What follows belongs to an exercise in optimizing a design on an open flow for small area and a short achievable clock period; a production flow would make more cautious choices. No activity file was given, so power comes from the tool's default toggle rates.

## sparse_row_top
module sparse_row_top (
  input  logic                            clk,
  input  logic                            reset,
  input  logic                            wr_req_act_flag,
  input  logic [16-1:0]                      wr_data_act_flag,
  input  logic                            wr_req_act,
  input  logic [8-1:0]               wr_data_act,
  input  logic                            wr_req_wei,
  input  logic [8-1:0]               wr_data_wei,
  input  logic                            start,
  input  logic                            wait_state,
  output logic                            en,
  output logic [1:0]                      state,
  output logic [4-1:0]               row_index,
  output logic [4-1:0]               act_index,
  output logic [8-1:0]               serial_out,
  output logic [5-1:0]               row_val_num,
  output logic                            zero_flag,
  output logic                            row_cal_done,
  output logic [8*9-1:0]  parallel_out
);
  logic [16-1:0] first_flags;
  logic [16-1:0] next_flags;
  logic [16-1:0] col_sel;
  logic [16-1:0] row_sel;
  logic [16-1:0] row_sel_next;
  logic [8-1:0]   rd_data;
  act_buffer i_act_buffer (
    .clk              (clk),
    .reset            (reset),
    .wr_req_act_flag  (wr_req_act_flag),
    .wr_data_act_flag (wr_data_act_flag),
    .wr_req_act       (wr_req_act),
    .wr_data_act      (wr_data_act),
    .row_sel          (row_sel),
    .row_sel_next     (row_sel_next),
    .col_sel          (col_sel),
  ...
For scale: roughly 5200 cells after synthesis, ~2600 flip-flops, roughly 140 I/O pins, ~95000 sq um of cells after synthesis.
Settings: LEC_CHECK=0, CAP_MARGIN=20, CORE_MARGIN=2, CORE_UTILIZATION=60, CTS_CLUSTER_DIAMETER=120, CTS_CLUSTER_SIZE=24, SETUP_SLACK_MARGIN=4.8, SLEW_MARGIN=20; clock period 7.5 ns.
run.sh (not shown) runs the stock make flow with config.mk's settings and CLKGATE_MAP_FILE= SYNTH_SCRIPT=/design/flow/synth_recipe.tcl, a recipe that flattens the netlist after the stock synthesis.
The first run reached the layout checks and failed them: max-slew violations.
Edit:
--- a/flow/design.v
+++ b/flow/design.v
@@ -1,21 +1,20 @@
 `timescale 1ns/1ps
 module act_buffer (
   input  logic                clk,
   input  logic                reset,
   input  logic                wr_req_act_flag,
   input  logic [16-1:0] wr_data_act_flag,
   input  logic                wr_req_act,
   input  logic [8-1:0]   wr_data_act,
   input  logic [16-1:0] row_sel,
-  input  logic [16-1:0] row_sel_next,
   input  logic [16-1:0] col_sel,
   output logic [16-1:0] first_flags,
   output logic [16-1:0] next_flags,
   output logic [8-1:0]   rd_data
 );
   logic [16-1:0] flag_mem [16];
   logic [8-1:0]   act_mem  [16 * 16];
   logic [4-1:0]      wr_addr_act_flag;
   logic [8-1:0] wr_addr_act;
   logic flag_addr_zero;
   always_ff @(posedge clk or negedge reset) begin
@@ -51,43 +50,32 @@
       first_flags = flag_mem[0];
     end
   end
   always_ff @(posedge clk) begin
     logic [16-1:0] word;
     word = '0;
     for (int i = 0; i < 16; i++) begin
       word = word | ({16{row_sel[(i + 16 - 1) % 16]}} & flag_mem[i]);
     end
     next_flags <= word;
   end
-  logic [8-1:0] row_buf [16];
-  always_ff @(posedge clk) begin
-    for (int c = 0; c < 16; c++) begin
-      logic [8-1:0] word;
-      word = '0;
-      for (int i = 0; i < 16; i++) begin
-        word = word | ({8{row_sel_next[i]}} & act_mem[i*16 + c]);
-      end
-      row_buf[c] <= word;
-    end
-  end
   always_comb begin
-    logic [8-1:0] from_buf;
-    logic [8-1:0] from_row0;
-    from_buf  = '0;
-    from_row0 = '0;
-    for (int c = 0; c < 16; c++) begin
-      from_buf  = from_buf  | ({8{col_sel[c]}} & row_buf[c]);
-      from_row0 = from_row0 | ({8{col_sel[c]}} & act_mem[c]);
+    logic [8-1:0] row_word;
+    rd_data = '0;
+    for (int i = 0; i < 16; i++) begin
+      row_word = '0;
+      for (int c = 0; c < 16; c++) begin
+        row_word = row_word | ({8{col_sel[c]}} & act_mem[i*16 + c]);
+      end
+      rd_data = rd_data | ({8{row_sel[i]}} & row_word);
     end
-    rd_data = row_sel[0] ? from_row0 : from_buf;
   end
 endmodule
 `timescale 1ns/1ps
 module flag_scanner (
   input  logic [16-1:0] flags,
   output logic [16-1:0] lowest
 );
   always_comb begin
     lowest[0] = flags[0];
     for (int i = 1; i < 16; i++) begin
       lowest[i] = flags[i] & ~(|(flags & 16'((1 << i) - 1)));
@@ -97,23 +85,22 @@
 `timescale 1ns/1ps
 module row_sequencer (
   input  logic                clk,
   input  logic                reset,
   input  logic                start,
   input  logic                wait_state,
   input  logic [16-1:0] first_flags,
   input  logic [16-1:0] next_flags,
   input  logic [8-1:0]   rd_data,
   output logic [16-1:0] col_sel,
   output logic [16-1:0] row_sel,
-  output logic [16-1:0] row_sel_next,
   output logic                en,
   output logic [1:0]          state,
   output logic [4-1:0]   row_index,
   output logic [4-1:0]   act_index,
   output logic [8-1:0]   serial_out,
   output logic [5-1:0]   row_val_num,
   output logic                zero_flag,
   output logic                row_cal_done
 );
   localparam logic [1:0] PREP = 2'd0;
   localparam logic [1:0] TRAN = 2'd1;
@@ -131,22 +118,23 @@
     idx = '0;
     for (int i = 0; i < 16; i++) begin
       if (onehot[i]) idx = idx | 4'(i);
     end
     encode = idx;
   endfunction
   logic in_prep, in_tran, in_wait, in_comp;
   logic go;
   logic leave;
   logic [1:0]          state_next;
   logic                rcd_next;
+  logic [16-1:0] row_sel_next;
   logic                row_done;
   assign row_done = in_comp && leave;
   logic [16-1:0] remain;
   logic [16-1:0] remain_drop;
   logic                last_left;
   logic                step;
   assign remain_drop = remain & ~col_sel;
   assign last_left   = (remain_drop == '0);
   assign step        = in_comp ? !leave : !in_prep && !wait_state;
   always_comb begin
     state_next = PREP;
@@ -291,49 +279,46 @@
   output logic [4-1:0]               act_index,
   output logic [8-1:0]               serial_out,
   output logic [5-1:0]               row_val_num,
   output logic                            zero_flag,
   output logic                            row_cal_done,
   output logic [8*9-1:0]  parallel_out
 );
   logic [16-1:0] first_flags;
   logic [16-1:0] next_flags;
   logic [16-1:0] col_sel;
   logic [16-1:0] row_sel;
-  logic [16-1:0] row_sel_next;
   logic [8-1:0]   rd_data;
   act_buffer i_act_buffer (
     .clk              (clk),
     .reset            (reset),
     .wr_req_act_flag  (wr_req_act_flag),
     .wr_data_act_flag (wr_data_act_flag),
     .wr_req_act       (wr_req_act),
     .wr_data_act      (wr_data_act),
     .row_sel          (row_sel),
-    .row_sel_next     (row_sel_next),
     .col_sel          (col_sel),
     .first_flags      (first_flags),
     .next_flags       (next_flags),
     .rd_data          (rd_data)
   );
   row_sequencer i_row_sequencer (
     .clk          (clk),
     .reset        (reset),
     .start        (start),
     .wait_state   (wait_state),
     .first_flags  (first_flags),
     .next_flags   (next_flags),
     .rd_data      (rd_data),
     .col_sel      (col_sel),
     .row_sel      (row_sel),
-    .row_sel_next (row_sel_next),
     .en           (en),
     .state        (state),
     .row_index    (row_index),
     .act_index    (act_index),
     .serial_out   (serial_out),
     .row_val_num  (row_val_num),
     .zero_flag    (zero_flag),
     .row_cal_done (row_cal_done)
   );
   weight_buffer i_weight_buffer (
     .clk          (clk),
What happened: The changed run passed the timing, DRC and antenna checks. Total power rose by 21%. Design area is lower by 6.3%. Non-clock buffer count falls by 34. Wire length came out lower by 16%. Combinational power goes up by 150%.
No run of this note included a check of the RTL's function; only the layout flow was run.

==> port drivers added, routing unchanged <==
The results above use ideal ports. As a check the final layouts listed here were re-extracted and re-timed, cells and wires unchanged. Step 1 assumes that a clkbuf_16 drives the clock port and a buf_2 every other input. Step 2 also shifts input and output timing later by t, the mid clock arrival at the registers, as if the neighbouring blocks saw the same clock. a / b / c = no drivers / after step 1 / after step 2; a / b = the first two.
| run | t (ns) | setup slack, ns | latest minus earliest clock arrival (ns) | cell pins on the clock port's net |
|---|---|---|---|---|
| the first run | 0.875 | 4.375 / 4.375 / 3.778 | 0.047 / 0.047 | 1 |
| the second run | 0.861 | 4.435 / 4.435 / 3.823 | 0.047 / 0.047 | 1 |
The setup slack of the second run, which loses most, moves by 0.000 ns with the drivers and by -0.612 ns with both steps.
